What follows belongs to an exercise in optimizing a design on an open flow for small area, a short achievable clock period and few clock cycles per item; a production flow would make more cautious choices.
Only simulation tests tie the RTL to the original design; equivalence was not proved.
Power figures rest on the tool's default switching activity, not on a simulated workload.

[flow/run.sh]
#!/bin/bash
# synth_recipe.tcl (not shown) runs the flow's synth.tcl, then flattens the netlist and writes it again
# the make line also repeats each setting of config.mk as NAME=value (left out here)
make -C /OpenROAD-flow-scripts/flow DESIGN_CONFIG=/design/flow/config.mk WORK_HOME=/design/flow/orfs CLKGATE_MAP_FILE= SYNTH_SCRIPT=/design/flow/synth_recipe.tcl finish
[flow/config.mk]
export PLATFORM = sky130hd
export DESIGN_NAME = rps_top
export DESIGN_NICKNAME = rps_top
export VERILOG_FILES = /design/flow/design.v
export SDC_FILE = /design/flow/constraint.sdc
export NUM_CORES = 4
export LEC_CHECK = 0
export CAP_MARGIN = 20
export CORE_MARGIN = 2
export CORE_UTILIZATION = 40
export SLEW_MARGIN = 20
[flow/constraint.sdc]
create_clock -name core_clock -period 8.0 [get_ports {i_clk}]
set_input_delay 1.6000 -clock core_clock [delete_from_list [all_inputs] [get_ports {i_clk}]]
set_output_delay 1.6000 -clock core_clock [all_outputs]
set_load 0.01 [all_outputs]
[flow/design.v]
`timescale 1ns / 1ps
package rps_pkg;
    localparam logic [1:0] ACT_RESTART = 2'd0;
    localparam logic [1:0] ACT_SHUFFLE = 2'd1;
    localparam logic [1:0] ACT_READ    = 2'd2;
    typedef struct packed {
        logic [1:0]  action;
        logic [15:0] random_word;
        logic [7:0]  read_index;
    } t_in;
    typedef struct packed {
        logic [7:0] element_value;
        logic       shuffle_complete;
        logic       error_flag;
    } t_out;
    typedef enum logic [2:0] {
        ST_CLEAR,
        ST_IDLE,
        ST_WAIT_DIV,
        ST_RD_V,
        ST_SWAP_V,
        ST_READ_WAIT,
        ST_FINISH
    } t_state;
endpackage
`timescale 1ns / 1ps
module rps_ram #(
    parameter int WIDTH = 8,
    parameter int DEPTH = 256
) (
    input  logic                     i_clk,
    input  logic                     i_we,
    input  logic [$clog2(DEPTH)-1:0] i_waddr,
    input  logic [WIDTH-1:0]         i_wdata,
    input  logic                     i_re,
    input  logic [$clog2(DEPTH)-1:0] i_raddr,
    output logic [WIDTH-1:0]         o_rdata
);
    logic [WIDTH-1:0] r_mem [DEPTH];
    logic [WIDTH-1:0] r_rdata;
    always_ff @(posedge i_clk) begin
        if (i_we) begin
            r_mem[i_waddr] <= i_wdata;
        end
        if (i_re) begin
            r_rdata <= r_mem[i_raddr];
        end
    end
    assign o_rdata = r_rdata;
endmodule
`timescale 1ns / 1ps
module rps_divider #(
    parameter int DW = 16,
    parameter int RW = 9
) (
    input  logic          i_clk,
    input  logic          i_rst_n,
    input  logic          i_start,
    input  logic [DW-1:0] i_dividend,
    input  logic [RW-1:0] i_divisor,
    output logic          o_done,
    output logic [RW-1:0] o_rem
);
    localparam int CW = $clog2(DW + 1);
    logic [DW-1:0] r_dvd, n_dvd;
    logic [RW-1:0] r_div, n_div;
    logic [RW-1:0] r_rem, n_rem;
    logic [CW-1:0] r_cnt, n_cnt;
    logic          r_done, n_done;
    logic [RW:0]   trial;
    always_comb begin
        n_dvd  = r_dvd;
        n_div  = r_div;
        n_rem  = r_rem;
        n_cnt  = r_cnt;
        n_done = 1'b0;
        trial  = {r_rem, r_dvd[DW-1]};
        if (i_start) begin
            n_dvd = i_dividend;
            n_div = i_divisor;
            n_rem = '0;
            n_cnt = CW'(DW);
        end else if (r_cnt != '0) begin
            if (trial >= {1'b0, r_div}) begin
                n_rem = RW'(trial - {1'b0, r_div});
            end else begin
                n_rem = trial[RW-1:0];
            end
            n_dvd  = {r_dvd[DW-2:0], 1'b0};
            n_cnt  = r_cnt - CW'(1);
            n_done = (r_cnt == CW'(1));
        end
    end
    always_ff @(posedge i_clk) begin
        if (!i_rst_n) begin
            r_cnt  <= '0;
            r_done <= 1'b0;
        end else begin
            r_cnt  <= n_cnt;
            r_done <= n_done;
        end
        r_dvd <= n_dvd;
        r_div <= n_div;
        r_rem <= n_rem;
    end
    assign o_done = r_done;
    assign o_rem  = r_rem;
endmodule
`timescale 1ns / 1ps
module random_permutation_shuffler #(
    parameter int FIELD_SIZE = 256,
    parameter int WORD_BITS  = 16
) (
    input  logic          i_clk,
    input  logic          i_rst_n,
    input  logic          i_in_valid,
    output logic          o_in_ready,
    input  rps_pkg::t_in  i_in_data,
    output logic          o_out_valid,
    input  logic          i_out_ready,
    output rps_pkg::t_out o_out_data,
    input  logic          i_cfg_valid,
    output logic          o_cfg_ready,
    input  logic [7:0]    i_cfg_data
);
    localparam int AW = $clog2(FIELD_SIZE);
    localparam int SW = $clog2(FIELD_SIZE + 1);
    localparam int IW = (SW > 9) ? SW : 9;
    rps_pkg::t_state        r_state, n_state;
    logic [AW-1:0] r_addr, n_addr;        
    logic          r_pend, n_pend;        
    logic [SW-1:0] r_step, n_step;
    logic [7:0]    r_vlen;
    logic [AW-1:0] r_s_val, n_s_val;      
    logic [AW-1:0] r_v, n_v;              
    logic [7:0]    r_elem, n_elem;
    logic          r_err, n_err;
    rps_pkg::t_out          r_out, n_out;
    logic          r_out_valid, n_out_valid;
    logic          mem_we;
    logic [AW-1:0] mem_waddr;
    logic [AW-1:0] mem_wdata;
    logic          mem_re;
    logic [AW-1:0] mem_raddr;
    logic [AW-1:0] mem_rdata;
    logic          div_start;
    logic          div_done;
    logic [SW-1:0] div_rem;
    logic          in_fire;
    logic [IW-1:0] idx_p1;
    logic          read_ok;
    logic          out_free;
    rps_ram #(
        .WIDTH (AW),
        .DEPTH (FIELD_SIZE)
    ) u_table (
        .i_clk   (i_clk),
        .i_we    (mem_we),
        .i_waddr (mem_waddr),
        .i_wdata (mem_wdata),
        .i_re    (mem_re),
        .i_raddr (mem_raddr),
        .o_rdata (mem_rdata)
    );
    rps_divider #(
        .DW (WORD_BITS),
        .RW (SW)
    ) u_div (
        .i_clk      (i_clk),
        .i_rst_n    (i_rst_n),
        .i_start    (div_start),
        .i_dividend (WORD_BITS'(i_in_data.random_word)),
        .i_divisor  (r_step + SW'(1)),
        .o_done     (div_done),
        .o_rem      (div_rem)
    );
    assign o_in_ready  = (r_state == rps_pkg::ST_IDLE);
    assign o_cfg_ready = 1'b1;
    assign in_fire     = i_in_valid && o_in_ready;
    assign out_free    = !r_out_valid || i_out_ready;
    assign idx_p1  = IW'(i_in_data.read_index) + IW'(1);
    assign read_ok = (i_in_data.read_index < r_vlen) && (idx_p1 < IW'(FIELD_SIZE));
    always_comb begin
        n_state     = r_state;
        n_addr      = r_addr;
        n_pend      = r_pend;
        n_step      = r_step;
        n_s_val     = r_s_val;
        n_v         = r_v;
        n_elem      = r_elem;
        n_err       = r_err;
        n_out       = r_out;
        n_out_valid = r_out_valid;
        mem_we      = 1'b0;
        mem_waddr   = r_addr;
        mem_wdata   = r_addr;
        mem_re      = 1'b0;
        mem_raddr   = r_step[AW-1:0];
        div_start   = 1'b0;
        if (r_out_valid && i_out_ready) begin
            n_out_valid = 1'b0;
        end
        unique case (r_state)
            rps_pkg::ST_CLEAR: begin
                mem_we = 1'b1;
                n_addr = r_addr + AW'(1);
                if (r_addr == AW'(FIELD_SIZE - 1)) begin
                    n_addr  = '0;
                    n_state = r_pend ? rps_pkg::ST_FINISH : rps_pkg::ST_IDLE;
                    n_pend  = 1'b0;
                end
            end
            rps_pkg::ST_IDLE: begin
                if (in_fire) begin
                    n_elem = '0;
                    n_err  = 1'b0;
                    unique case (i_in_data.action)
                        rps_pkg::ACT_RESTART: begin
                            n_step  = '0;
                            n_addr  = '0;
                            n_pend  = 1'b1;
                            n_state = rps_pkg::ST_CLEAR;
                        end
                        rps_pkg::ACT_SHUFFLE: begin
                            if (r_step == SW'(FIELD_SIZE)) begin
                                n_err   = 1'b1;
                                n_state = rps_pkg::ST_FINISH;
                            end else begin
                                mem_re    = 1'b1;
                                mem_raddr = r_step[AW-1:0];
                                div_start = 1'b1;
                                n_state   = rps_pkg::ST_WAIT_DIV;
                            end
                        end
                        rps_pkg::ACT_READ: begin
                            if (read_ok) begin
                                mem_re    = 1'b1;
                                mem_raddr = idx_p1[AW-1:0];
                                n_state   = rps_pkg::ST_READ_WAIT;
                            end else begin
                                n_err   = 1'b1;
                                n_state = rps_pkg::ST_FINISH;
                            end
                        end
                        default: begin
                            n_err   = 1'b1;
                            n_state = rps_pkg::ST_FINISH;
                        end
                    endcase
                end
            end
            rps_pkg::ST_WAIT_DIV: begin
                if (div_done) begin
                    n_s_val   = mem_rdata;
                    n_v       = div_rem[AW-1:0];
                    mem_re    = 1'b1;
                    mem_raddr = div_rem[AW-1:0];
                    n_state   = rps_pkg::ST_RD_V;
                end
            end
            rps_pkg::ST_RD_V: begin
                mem_we    = 1'b1;
                mem_waddr = r_step[AW-1:0];
                mem_wdata = mem_rdata;
                n_state   = rps_pkg::ST_SWAP_V;
            end
            rps_pkg::ST_SWAP_V: begin
                mem_we    = 1'b1;
                mem_waddr = r_v;
                mem_wdata = r_s_val;
                n_step    = r_step + SW'(1);
                n_state   = rps_pkg::ST_FINISH;
            end
            rps_pkg::ST_READ_WAIT: begin
                n_elem  = 8'(mem_rdata);
                n_state = rps_pkg::ST_FINISH;
            end
            rps_pkg::ST_FINISH: begin
                if (out_free) begin
                    n_out.element_value    = r_elem;
                    n_out.shuffle_complete = (r_step == SW'(FIELD_SIZE));
                    n_out.error_flag       = r_err;
                    n_out_valid            = 1'b1;
                    n_state                = rps_pkg::ST_IDLE;
                end
            end
            default: begin
                n_state = rps_pkg::ST_IDLE;
            end
        endcase
    end
    always_ff @(posedge i_clk) begin
        if (!i_rst_n) begin
            r_state     <= rps_pkg::ST_CLEAR;
            r_addr      <= '0;
            r_pend      <= 1'b0;
            r_step      <= '0;
            r_vlen      <= 8'd255;
            r_out_valid <= 1'b0;
        end else begin
            r_state     <= n_state;
            r_addr      <= n_addr;
            r_pend      <= n_pend;
            r_step      <= n_step;
            r_out_valid <= n_out_valid;
            if (i_cfg_valid) begin
                r_vlen <= i_cfg_data;
            end
        end
        r_s_val <= n_s_val;
        r_v     <= n_v;
        r_elem  <= n_elem;
        r_err   <= n_err;
        r_out   <= n_out;
    end
    assign o_out_valid = r_out_valid;
    assign o_out_data  = r_out;
endmodule
`timescale 1ns / 1ps
module rps_top (
    input  logic        i_clk,
    input  logic        i_rst_n,
    input  logic        i_in_valid,
    output logic        o_in_ready,
    input  logic [1:0]  i_in_action,
    input  logic [15:0] i_in_word,
    input  logic [7:0]  i_in_index,
    output logic        o_out_valid,
    input  logic        i_out_ready,
    output logic [7:0]  o_out_element,
    output logic        o_out_complete,
    output logic        o_out_error,
    input  logic        i_cfg_valid,
    output logic        o_cfg_ready,
    input  logic [7:0]  i_cfg_data
);
    rps_pkg::t_in  in_data;
    rps_pkg::t_out out_data;
    assign in_data.action      = i_in_action;
    assign in_data.random_word = i_in_word;
    assign in_data.read_index  = i_in_index;
    random_permutation_shuffler #(
        .FIELD_SIZE (256),
        .WORD_BITS  (16)
    ) u_core (
        .i_clk       (i_clk),
        .i_rst_n     (i_rst_n),
        .i_in_valid  (i_in_valid),
        .o_in_ready  (o_in_ready),
        .i_in_data   (in_data),
        .o_out_valid (o_out_valid),
        .i_out_ready (i_out_ready),
        .o_out_data  (out_data),
        .i_cfg_valid (i_cfg_valid),
        .o_cfg_ready (o_cfg_ready),
        .i_cfg_data  (i_cfg_data)
    );
    assign o_out_element  = out_data.element_value;
    assign o_out_complete = out_data.shuffle_complete;
    assign o_out_error    = out_data.error_flag;
endmodule
==> impl_metrics.ini <==
[cells_and_area]
fin_nets = 6294
final.fill_count = 18990
register_area_sq_mm = 0.06444
multi_input_area_sq_mm = 0.02116
drive_gt1_share_pct = 9.163
area_growth_pct = 12.77
final_util_pct = 45.48

[critical_path]
worstPathCellList = clkdlybuf4s50_1 -> ha_1 -> nand4_1 -> o211a_1 -> nand2_1 -> o211ai_4 -> nand2_8 -> nor2_4 -> buf_4 -> a32oi_1 -> a31oi_1 -> o2111ai_1 -> nor3_1 -> nor4_1
max_stage_delay_ps = 920
crit_path_end_kind = flop
crit_fanout = 18
path_class = input pin to flop
crit_required_ps = 8590
cp.arrival_ps = 7400
slowest_stage = nor3_1
start_kind = input pin

[floorplanning]
ioPinCount = 52
die_width_um = 472.4
die_area_sq_mm = 0.2231
coreArea_sq_mm = 0.2176
row_count = 171
start_util_pct = 40.33
die-height_um = 472.4

[worst_hold_path]
hold_class = flop to flop

[route]
ant_nets = 0
drt_first_pass_iters = 8
drc = 0
num_vias = 56040
initialDrtViolationCount = 8165
post_drt_wl_per_cell_um = 29.54
drt-total-wl_mm = 273.7
viasPerCell = 6.049

[global_routing]
grt_antenna_before_repair = 9
overflow = 0
grt.total_usage_pct = 23.88
grt_pass1_wl_mm = 387.7
grt_max_degree = 185
grt_pass1_vias = 52600

[sta]
rsz0062_at_grt = no
tightestPinTransition_ps = 1231
min_period_ps = 6808
hold_viol = 0
slew_violations = 0
fmax_mhz = 146.9
period_share_pct = 85.10
relSlewSlack_pct = 17.66
finClkSkew_ps = 52.91
setup_viol = 0
fin_tns_setup_ps = 0

[cts]
htree_levels = 4
clk_pin_slew_ps = 60
cts_resized = 0
cts_buffer_depth = 3
cts_sinks = 2161
hold_buffers = 0
post_cts_buffers = 0
numCtsBuffers = 216
worstSkewPairLatency_ps = 890
cts-root-buf = clkbuf_16
tritoncts = done

[logic_synthesis]
seq_area_frac_synth_pct = 73.44
syn-num-nets = 6235
synth_cell_types = 89
yosysWarningCount = 3
ys.flop_type = edfxtp_1
synth_edf_count = 2116
synth_async_sr_flop_share_pct = 0
ys_ff_latch = 2161
netlist_area_sq_mm = 0.08775
syn_inst = 6168
postSynthAreaPerCell_sq_um = 14.23

[pwr]
power.density_mw_per_mm2 = 270.4
peakVddDrop_v = 0.0002446
p_leak_uw = 0.03183

[flow_run]
maxCapViolCount = 0

[placement]
hpwl_mm = 164.0
place_congestion = 0.8824
portBuffers = 50

[status]
status = timing/DRC/antenna clean
-- sequential cells by signal, indices dropped and copies added (netlist names), 9 cells and up --
register / flops
u_core.u_div.r_div: 9
u_core.u_table.r_mem: 2048
u_core.u_div.r_rem: 9
u_core.r_out: 10
u_core.r_step: 9
u_core.u_div.r_dvd: 16
-- cell type report --
class,instances,area share (%)
clock buffers,266,5.673
repair buffers,279,2.763
diodes,4,0.01012
inverters,35,0.1328
multi-input cells,3534,21.38
flip-flops and latches,2161,65.12
clock inverters,131,1.306
well taps,2854,3.609
-- cells in the mapped netlist, drive strengths merged (13+ instances only) --
cell type	count	area share [%]
a221oi	83	0.84
o2111ai	15	0.15
o211ai	32	0.28
nand4	66	0.47
inv	34	0.15
a21boi	21	0.18
a311oi	18	0.19
a21oi	170	0.97
and2	20	0.15
a311o	13	0.15
nor2b	13	0.093
clkbuf	144	0.62
buf	294	2.0
o21ai	121	0.69
nor3	34	0.22
nand2	1071	4.6
ha	27	0.38
and3	194	1.4
mux2i	361	4.1
a2111oi	16	0.19
a31oi	122	0.90
xnor2	17	0.17
nor2	326	1.4
nor4	26	0.19
a211oi	235	2.0
edfxtp	2116	72
nand3	271	1.6
a32oi	102	1.0
a221o	21	0.24
dfxtp	45	1.0
a22oi	41	0.35
-- kinds of logic (layout without fill, tap and decap cells) --
logic type | after synthesis | in the layout | synth area share, %
and+or+nand+nor | 2049 | 2049 | 10.30
DFF | 2161 | 2161 | 73.44
AOI/OAI and AO/OA | 1073 | 1073 | 8.745
adders and majority gates | 28 | 28 | 0.4078
muxes | 361 | 361 | 4.118
other | 1 | 5 | 0.004274
buffers and inverters | 473 | 711 | 2.770
xor gates and xnor gates | 22 | 22 | 0.2196
-- power by group --
| group | switching (uW) | internal (uW) |
|---|---|---|
| Sequential | 124 | 13100 |
| Combinational | 2650 | 882 |
| Clock | 4420 | 5580 |
| Total | 7200 | 19600 |
-- layout by cell type, fill, tap and decap left out, drive strengths merged, types with 21 or more instances in the layout --
| cell type | count |
|---|---|
| clkdlybuf4s50 | 50 |
| a221o | 21 |
| nand2 | 1071 |
| o21ai | 121 |
| and3 | 194 |
| a32oi | 102 |
| nand3 | 271 |
| a21boi | 21 |
| dfxtp | 45 |
| nor4 | 26 |
| clkbuf | 266 |
| o211ai | 32 |
| nor3 | 34 |
| mux2i | 361 |
| nor2 | 326 |
| a21oi | 170 |
| nand4 | 66 |
| clkinv | 100 |
| ha | 27 |
| a211oi | 235 |
| a22oi | 41 |
| inv | 41 |
| edfxtp | 2116 |
| buf | 229 |
| a31oi | 122 |
| a221oi | 83 |
-- routing by layer --
| metal | track usage [%] | up-vias | wire length (um) |
|---|---|---|---|
| li1 | - | 23870 | - |
| met1 | 33.03 | 28310 | 109200 |
| met2 | 36.65 | 3341 | 124300 |
| met3 | 5.530 | 514 | 29490 |
| met4 | 9.027 | 10 | 10500 |
| met5 | 0 | - | 147 |
-- worst max-delay path, delay by kind of cell --
| family | cells | cell delay (ps) |
|---|---|---|
| adders and majority gates | 1 | 270 |
| AOI/OAI and AO/OA | 5 | 1920 |
| and+or+nand+nor | 6 | 2450 |
| buffers and inverters | 2 | 1070 |
-- worst paths after layout --
kind / from / end / slack [ps] / cells after the start
setup / recovery: i_in_index[0] / u_core.u_table.r_rdata[7] / 1190 / 14
hold / removal: u_core.r_elem[5] / u_core.r_out[7] / 410 / 0
setup reg to reg: u_core.r_state[0] / u_core.u_table.r_rdata[7] / 1840 / 12
hold reg to reg: u_core.r_elem[5] / u_core.r_out[7] / 410 / 0
-- stage by stage --
stage	total power (uW)	std cells	instance area, sq um	hold WS [ps]	worst slack, ps
2_1_floorplan	15360	6168	87750	400.3	2267
3_5_place_dp	16890	8861	92020	410.8	548.9
4_1_cts	26750	9258	98930	407.5	1463
3_3_place_gp	16840	8856	91920	406.4	489.3
5_1_grt	27420	9261	98950	424.3	1275
6_report	26750	9264	98960	410.1	1192
Testbench counts, summed over its fixed seeds: cycles 102,368, requests 8,184.

[re-timing with driven ports]
The flow's constraints put no driver on any port. The routed layout listed below was extracted and timed again, unchanged, in two steps. Step 1 sets driving cells, clkbuf_16 on the clock port and buf_2 on the other inputs (assumed; they add their load-dependent delay and slew). Step 2 also shifts input and output timing later by t, the mid clock arrival at the registers, as if the neighbouring blocks saw the same clock. Slacks: ideal / step 1 / step 2; pairs: ideal / step 1.
t (ns): 0.953
setup WS [ns]: 1.192 / 1.254 / 0.301
worst setup path after step 2: input to register
worst data-port slew with drivers (ns): 0.07
pins driven straight from the clock port: 1
After both steps this run still meets setup and hold. The setup slack of this run moves by +0.062 ns with the drivers and by -0.891 ns with both steps.
